Source: an optimization exercise on an open RTL-to-GDS flow (aim: small area and a short achievable clock period). Production flows keep margins and buffers that such runs may drop. In this exercise RTL edits were held to simulation tests only and were not proved equivalent to the original. Power and IR drop assume default switching activity.

--- design/flow/config.mk ---
export PLATFORM = sky130hd
export DESIGN_NAME = matvec_alu_top
export DESIGN_NICKNAME = matvec_alu_top
export VERILOG_FILES = /design/flow/design.v
export SDC_FILE = /design/flow/constraint.sdc
export NUM_CORES = 4
export LEC_CHECK = 0
export CAP_MARGIN = 20
export CORE_MARGIN = 2
export CORE_UTILIZATION = 40
export SLEW_MARGIN = 20
--- design/flow/constraint.sdc ---
create_clock -name core_clock -period 5.2 [get_ports {clk}]
set_input_delay 1.0400 -clock core_clock [delete_from_list [all_inputs] [get_ports {clk}]]
set_output_delay 1.0400 -clock core_clock [all_outputs]
set_load 0.01 [all_outputs]
--- design/flow/design.v ---
`default_nettype none
package alu_fmt_pkg;
    localparam int lane_count = 4;
    localparam int opnd_w = 8;
    localparam int prod_w = 16;
    localparam int part_w = 17;
    localparam int res_w = 26;
    typedef logic signed [opnd_w-1:0] opnd_t;
    typedef logic signed [prod_w-1:0] prod_t;
    typedef logic signed [part_w-1:0] part_t;
    typedef logic signed [res_w-1:0]  res_t;
endpackage
`default_nettype wire
`default_nettype none
module product_stage (
    input  logic                                                   clk,
    input  logic                                                   rst,
    input  logic                                                   in_valid,
    input  logic [alu_fmt_pkg::lane_count*alu_fmt_pkg::opnd_w-1:0] mat_lanes,
    input  logic [alu_fmt_pkg::lane_count*alu_fmt_pkg::opnd_w-1:0] vec_lanes,
    input  logic [alu_fmt_pkg::lane_count-2:0]                     pattern,
    output logic [alu_fmt_pkg::lane_count*alu_fmt_pkg::prod_w-1:0] prod_lanes,
    output logic [alu_fmt_pkg::lane_count-2:0]                     prod_pattern,
    output logic                                                   prod_valid
);
    logic [alu_fmt_pkg::lane_count*alu_fmt_pkg::prod_w-1:0] prod;
    always_comb begin
        for (int i = 0; i < alu_fmt_pkg::lane_count; i++) begin
            prod[i*alu_fmt_pkg::prod_w +: alu_fmt_pkg::prod_w] =
                $signed(mat_lanes[i*alu_fmt_pkg::opnd_w +: alu_fmt_pkg::opnd_w])
              * $signed(vec_lanes[i*alu_fmt_pkg::opnd_w +: alu_fmt_pkg::opnd_w]);
        end
    end
    always_ff @(posedge clk or negedge rst) begin
        if (!rst) begin
            prod_valid <= 1'b0;
        end else begin
            prod_valid <= in_valid;
        end
    end
    always_ff @(posedge clk) begin
        prod_lanes   <= prod;
        prod_pattern <= pattern;
    end
endmodule
`default_nettype wire
`default_nettype none
module pair_merge_stage (
    input  logic                                                   clk,
    input  logic                                                   rst,
    input  logic [alu_fmt_pkg::lane_count*alu_fmt_pkg::prod_w-1:0] prod_lanes,
    input  logic [alu_fmt_pkg::lane_count-2:0]                     prod_pattern,
    input  logic                                                   prod_valid,
    output logic [alu_fmt_pkg::lane_count*alu_fmt_pkg::part_w-1:0] pair_lanes,
    output logic [alu_fmt_pkg::lane_count-2:0]                     pair_pattern,
    output logic                                                   pair_valid
);
    localparam int pair_count = alu_fmt_pkg::lane_count / 2;
    localparam int pw = alu_fmt_pkg::prod_w;
    localparam int qw = alu_fmt_pkg::part_w;
    logic [alu_fmt_pkg::lane_count*qw-1:0] merged;
    alu_fmt_pkg::part_t                    lo;
    alu_fmt_pkg::part_t                    hi;
    always_comb begin
        merged = '0;
        for (int k = 0; k < pair_count; k++) begin
            lo = alu_fmt_pkg::part_t'($signed(prod_lanes[(2*k)*pw +: pw]));
            hi = alu_fmt_pkg::part_t'($signed(prod_lanes[(2*k+1)*pw +: pw]));
            if (!prod_pattern[2*k]) begin
                merged[(2*k)*qw +: qw]   = lo + hi;
                merged[(2*k+1)*qw +: qw] = '0;
            end else begin
                merged[(2*k)*qw +: qw]   = lo;
                merged[(2*k+1)*qw +: qw] = hi;
            end
        end
    end
    always_ff @(posedge clk or negedge rst) begin
        if (!rst) begin
            pair_valid <= 1'b0;
        end else begin
            pair_valid <= prod_valid;
        end
    end
    always_ff @(posedge clk) begin
        pair_lanes   <= merged;
        pair_pattern <= prod_pattern;
    end
endmodule
`default_nettype wire
`default_nettype none
module segment_pack_stage (
    input  logic                                                   clk,
    input  logic                                                   rst,
    input  logic [alu_fmt_pkg::lane_count*alu_fmt_pkg::part_w-1:0] pair_lanes,
    input  logic [alu_fmt_pkg::lane_count-2:0]                     pair_pattern,
    input  logic                                                   pair_valid,
    output logic                                                   out_valid,
    output logic [alu_fmt_pkg::lane_count*alu_fmt_pkg::res_w-1:0]  res_slots
);
    localparam int n  = alu_fmt_pkg::lane_count;
    localparam int qw = alu_fmt_pkg::part_w;
    localparam int rw = alu_fmt_pkg::res_w;
    alu_fmt_pkg::res_t       grp [n];
    logic [n*rw-1:0]         slots_next;
    logic [n-1:0]            seg_start;
    int                      breaks_below;
    always_comb begin
        for (int i = 0; i < n; i++) begin
            grp[i] = alu_fmt_pkg::res_t'($signed(pair_lanes[i*qw +: qw]));
        end
        if (!pair_pattern[1]) begin
            if (pair_pattern[0]) begin
                grp[1] = grp[1] + grp[2];
            end else begin
                grp[0] = grp[0] + grp[2];
            end
            grp[2] = '0;
        end
    end
    always_comb begin
        seg_start[0] = 1'b1;
        for (int i = 1; i < n; i++) begin
            seg_start[i] = pair_pattern[i-1];
        end
    end
    always_comb begin
        slots_next = '0;
        for (int i = 0; i < n; i++) begin
            breaks_below = 0;
            for (int j = 0; j < n - 1; j++) begin
                if (j < i && pair_pattern[j]) begin
                    breaks_below = breaks_below + 1;
                end
            end
            for (int s = 0; s < n; s++) begin
                if (seg_start[i] && breaks_below == s) begin
                    slots_next[s*rw +: rw] = grp[i];
                end
            end
        end
    end
    always_ff @(posedge clk or negedge rst) begin
        if (!rst) begin
            out_valid <= 1'b0;
            res_slots <= '0;
        end else begin
            out_valid <= pair_valid;
            res_slots <= slots_next;
        end
    end
endmodule
`default_nettype wire
`default_nettype none
module matvec_alu_top (
    input  logic                                                   clk,
    input  logic                                                   rst,
    input  logic                                                   in_valid,
    input  logic [alu_fmt_pkg::lane_count*alu_fmt_pkg::opnd_w-1:0] mat_word,
    input  logic [alu_fmt_pkg::lane_count*alu_fmt_pkg::opnd_w-1:0] vec_word,
    input  logic [alu_fmt_pkg::lane_count-2:0]                     pattern,
    output logic                                                   out_valid,
    output logic [alu_fmt_pkg::res_w-1:0]                          res_0,
    output logic [alu_fmt_pkg::res_w-1:0]                          res_1,
    output logic [alu_fmt_pkg::res_w-1:0]                          res_2,
    output logic [alu_fmt_pkg::res_w-1:0]                          res_3
);
    localparam int n  = alu_fmt_pkg::lane_count;
    localparam int ow = alu_fmt_pkg::opnd_w;
    localparam int rw = alu_fmt_pkg::res_w;
    logic [n*ow-1:0]                    mat_lanes;
    logic [n*ow-1:0]                    vec_lanes;
    logic [n*rw-1:0]                    res_slots;
    logic [n*alu_fmt_pkg::prod_w-1:0]   prod_lanes;
    logic [n-2:0]                       prod_pattern;
    logic                               prod_valid;
    logic [n*alu_fmt_pkg::part_w-1:0]   pair_lanes;
    logic [n-2:0]                       pair_pattern;
    logic                               pair_valid;
    for (genvar gi = 0; gi < n; gi++) begin : g_unpack
        localparam int top_bit = ow * (n - gi) - 1;
        assign mat_lanes[gi*ow +: ow] = mat_word[top_bit -: ow];
        assign vec_lanes[gi*ow +: ow] = vec_word[top_bit -: ow];
    end
    product_stage u_product (
        .clk          (clk),
        .rst          (rst),
        .in_valid     (in_valid),
        .mat_lanes    (mat_lanes),
        .vec_lanes    (vec_lanes),
        .pattern      (pattern),
        .prod_lanes   (prod_lanes),
        .prod_pattern (prod_pattern),
        .prod_valid   (prod_valid)
    );
    pair_merge_stage u_pair_merge (
        .clk          (clk),
        .rst          (rst),
        .prod_lanes   (prod_lanes),
        .prod_pattern (prod_pattern),
        .prod_valid   (prod_valid),
        .pair_lanes   (pair_lanes),
        .pair_pattern (pair_pattern),
        .pair_valid   (pair_valid)
    );
    segment_pack_stage u_segment_pack (
        .clk          (clk),
        .rst          (rst),
        .pair_lanes   (pair_lanes),
        .pair_pattern (pair_pattern),
        .pair_valid   (pair_valid),
        .out_valid    (out_valid),
        .res_slots    (res_slots)
    );
    assign res_0 = res_slots[0*rw +: rw];
    assign res_1 = res_slots[1*rw +: rw];
    assign res_2 = res_slots[2*rw +: rw];
    assign res_3 = res_slots[3*rw +: rw];
endmodule
`default_nettype wire
--- design/flow/run.sh ---
#!/bin/bash
# synth_recipe.tcl (not shown) runs the flow's synth.tcl, then flattens the netlist and writes it again
# the make line also repeats each setting of config.mk as NAME=value (left out here)
make -C /OpenROAD-flow-scripts/flow DESIGN_CONFIG=/design/flow/config.mk WORK_HOME=/design/flow/orfs CLKGATE_MAP_FILE= SYNTH_SCRIPT=/design/flow/synth_recipe.tcl finish
==> results.txt <==
==> registers in the layout (all words and copies together) (netlist names) <==
name / count
u_product.prod_valid: 1
u_product.prod_lanes: 64
u_segment_pack.res_slots: 70
u_segment_pack.out_valid: 1
u_pair_merge.pair_valid: 1
u_pair_merge.pair_lanes: 66
u_pair_merge.pair_pattern: 3
u_product.prod_pattern: 3
==> layer usage <==
metal  vias up  routed length [um]  global-route usage [%]
li1       7347                   -                       -
met1      7227               22430                   27.07
met2       355               21290                   30.78
met3        44                2413                   1.838
met4         0                 842                   3.952
met5         -                   0                       0
==> cell type report <==
class	instances	area (um^2)
clock inverter	5	65.06
multi-input combinational	1456	13360
sequential	209	4549
inverter	356	1336
tap	622	778.2
clock buffer	36	695.7
timing repair buffer	359	3128
fill	4589	24740
==> final timing paths <==
kind	to	slack [ns]	cells after the start
worst max-delay path	u_product.prod_lanes[62]$_DFF_P_	0.26	18
worst min-delay path	u_pair_merge.pair_pattern[1]$_DFF_P_	0.33	0
worst max register to register	u_segment_pack.res_slots[38]$_DFF_PN0_	1.78	7
worst min register to register	u_pair_merge.pair_pattern[1]$_DFF_P_	0.33	0
max in group asynchronous	u_segment_pack.res_slots[87]$_DFF_PN0_	3.81	2
min in group asynchronous	u_segment_pack.res_slots[4]$_DFF_PN0_	0.37	1
==> cells by family after synthesis <==
family          Yosys count  share of synthesized area [%]
buf+inv                 430                          8.884
xor+xnor                111                          4.952
simple gates            558                          14.70
mux                      24                          1.287
compound gates          352                          12.24
fa+ha+maj               411                          34.76
flops                   209                          23.17
==> cell usage after synthesis (all sizes together) (5+ instances only) <==
master | number | share of area (%)
a211o | 7 | 0.31
a211oi | 7 | 0.27
a21boi | 8 | 0.31
a21o | 24 | 0.92
a21oi | 65 | 1.7
a221oi | 12 | 0.57
a22o | 31 | 1.4
a22oi | 10 | 0.38
a31oi | 18 | 0.61
and2 | 194 | 6.2
and3 | 7 | 0.22
buf | 38 | 1.4
clkbuf | 36 | 0.69
dfrtp | 73 | 9.3
dfxtp | 136 | 14
fa | 224 | 23
ha | 187 | 12
inv | 355 | 6.8
mux2 | 10 | 0.57
mux2i | 14 | 0.71
nand2 | 175 | 3.3
nand2b | 16 | 0.51
nand3 | 8 | 0.20
nor2 | 82 | 1.6
nor2b | 32 | 1.1
nor3 | 7 | 0.18
nor3b | 9 | 0.34
nor4 | 5 | 0.19
nor4b | 5 | 0.22
o211ai | 7 | 0.27
o21a | 20 | 0.76
o21ai | 90 | 2.3
o21bai | 7 | 0.27
o31ai | 9 | 0.40
xnor2 | 83 | 3.7
xor2 | 28 | 1.2
==> power by group <==
part	internal, W	switching, W	leakage [nW]
clock network	0.000971	0.000636	0.376
logic	0.00437	0.00424	9.02
registers	0.00224	0.000626	2.09
total	0.00759	0.00550	11.5
==> metrics by stage <==
| step | setup TNS [ns] | area [um^2] | utilization, % | instances | setup WS [ns] |
|---|---|---|---|---|---|
| floorplan | 0 | 19630 | - | 2095 | 0.3428 |
| global placement | -2.285 | 23120 | 47.53 | 3001 | -0.2187 |
| detailed placement | -3.171 | 23120 | 47.53 | 3001 | -0.3320 |
| CTS | 0 | 23880 | 49.09 | 3042 | 0.1786 |
| global route | 0 | 23910 | 49.15 | 3043 | 0.007022 |
| finish | 0 | 23910 | 49.15 | 3043 | 0.2614 |
==> what timing repair did <==
item / 4_1_cts / 5_1_grt
endpoints found under the hold margin: 0 / 0
buffers inserted: 0 / 1
endpoints found under the setup margin: 0 / 3
resized for setup: 0 / 6
==> critical path, cell delays in order <==
cell and delay (ns):
clkdlybuf4s50_1 0.48, and2_1 0.19, fa_1 0.52, inv_1 0.05, fa_1 0.53, inv_1 0.05, fa_1 0.47, inv_1 0.05
fa_1 0.47, inv_1 0.04, ha_1 0.29, o21ai_1 0.12, a21boi_0 0.14, o21ai_0 0.17, nand2_1 0.09, a31oi_1 0.27
mux2i_1 0.22, o2111ai_1 0.13
==> results.txt <==
Setup path
The launching instance or port of the critical path is vec_word[2]. The worst setup path is of the primary input to flop kind. STA classifies the critical path endpoint as a flop. The worst register-to-register path begins at u_pair_merge.pair_pattern[0]$_DFF_P_.

The required time reported for the critical path endpoint is 5.59 ns. In this run the worst path has a maximum fanout of 5. The element type at the critical path start is a primary input. Data on the critical path arrives at its endpoint at 5.33 ns.

Detailed routing
The total iterations of the first detailed-routing run is 7. In the routed design, unresolved DRC markers number 0. Dividing the detail-routed via count by the number of cells gives 4.920.

For this block, the via count after detailed routing is 14.97k. After detailed routing, the average wire length per cell comes to 15.43 um. The overall routed net length is 46,970 um.

The final antenna-violating net count is 0. The first routing iteration left 688 violations.

Synth
Counting every net in the synthesized netlist gives 2,576. During synthesis, Yosys emitted a total of 4 warnings. The synthesized design contains 209 register bits. The number of synthesized flops with an enable pin is 0.

Averaged over all synthesized cells, the footprint is 9.371 um^2. The number of different library cells used by synthesis comes to 73. For this run, the leading register cell type out of synthesis is dfxtp_1. In the synthesized netlist, the number of instances is 2,095.

The sequential fraction of the synthesis area is 23.17%. The async set-or-reset flop fraction in the synthesized netlist is 34.93%. After synthesis the cells add up to 19,630 um^2.

Pwr
The ratio of total power to cell area is 547.5 nW/um^2. After layout, the design draws a total of 0.01309 W. The worst-case vdd ir drop is 0.0002579 V. Summed over all cells, the static leakage comes to 11.49 nW.

Placed design
The detailed-placement wirelength estimate is 39,820 um. The routability congestion estimate from global placement is 0.9028. The number of input and output port buffers inserted is 174.

CTS
The later pin in the worst-skew pair is clocked with a latency of 0.53 ns. The maximum number of buffers from clock root to sink is 3. The clock tree from TritonCTS is built. The clock edge transition at the registers on the reported setup and hold paths is 0.06 ns.

The number of buffers inserted for hold repair after clock tree synthesis is 0. The root buffer selected by CTS is clkbuf_16. The number of H-tree levels is 1. The TritonCTS buffer count is 23.

The clock net in this run drives a total of 209 sinks.

Timing
After layout, the worst path uses 94.97% of the clock period. In this run the tightest slew margin relative to its limit is 37.97%. The final count of hold timing violations was 0. The final critical-path required period is 4.939 ns. The largest clock skew in the final design is 0.01034 ns.

Setup repair after global routing left no endpoint under its margin. The number of endpoints failing setup at the final stage is 0. The max-slew violation count is 0.

The highest achievable clock rate is 202.5 MHz. The slew at the pin closest to its max-slew limit is 0.9270 ns. Across all hold checks on the routed design, the worst slack comes to 0.3330 ns.

Floorplan
The total number of placement rows is 81. The area of the core is 48,650 um^2. The die covers 50,870 um^2. Once the floorplan was initialized, standard cells occupied 40.36% of the core. In this run the vertical extent of the chip is 225.5 um.

175 I/O pins were placed. The horizontal extent of the die is 225.5 um.

Finish
The net count of the finished layout is 2,886. The top cell types in the final layout, fill and taps aside, are inv_1 (355), fa_1 (224), and2_1 (194). The synthesis-to-layout area growth is 21.78%. The number of antenna diodes in the final layout is 0. The most common cell after layout, fill and taps aside is inv_1. The proportion of layout cells with a drive suffix above 1 is 10.37%.

Global routing
The via count of the first global-routing pass came to 15.18k. The pin count of the biggest net entering global routing is 65. Global routing finished with a remaining overflow of 0. The number of antenna violations at the first check in global routing is 0. The first global-routing pass estimated 77,360 um of wire. Across every metal layer, demand over resource in global routing totals 18.82%.

Outcome
The flow ran to the end and the layout has no timing, DRC or antenna violations.

Hold path
The min-delay analysis places its worst path in the category flop to flop. The startpoint identified for the worst hold timing path is u_product.prod_pattern[1]$_DFF_P_.

Flow run
The max-cap violation count is 0.

-- afterwards: timing with drivers on the ports --
The flow's constraints put no driver on any port. The routed layout listed below was extracted and timed again, unchanged, in two steps. Step 1 (the two cells are an assumption about what drives the block):
set clk [get_ports {clk}]
set_driving_cell -lib_cell sky130_fd_sc_hd__clkbuf_16 $clk
set_driving_cell -lib_cell sky130_fd_sc_hd__buf_2 [delete_from_list [all_inputs] $clk]
Step 2 also shifts input and output timing later by t, the mid clock arrival at the registers, as if the neighbouring blocks saw the same clock. Three values: no drivers, after step 1, after step 2; two values: the first two.
t, ns: 0.572
setup slack, ns: 0.261 / 0.290 / -0.282
hold slack, ns: 0.333 / 0.333 / 0.333
latest minus earliest clock arrival (ns): 0.011 / 0.010
cell pins on the clock port's net: 1
With both steps, setup timing fails in this run, where it was met with ideal ports. For this run, drivers alone change the setup slack by +0.029 ns; drivers and shift together by -0.543 ns.
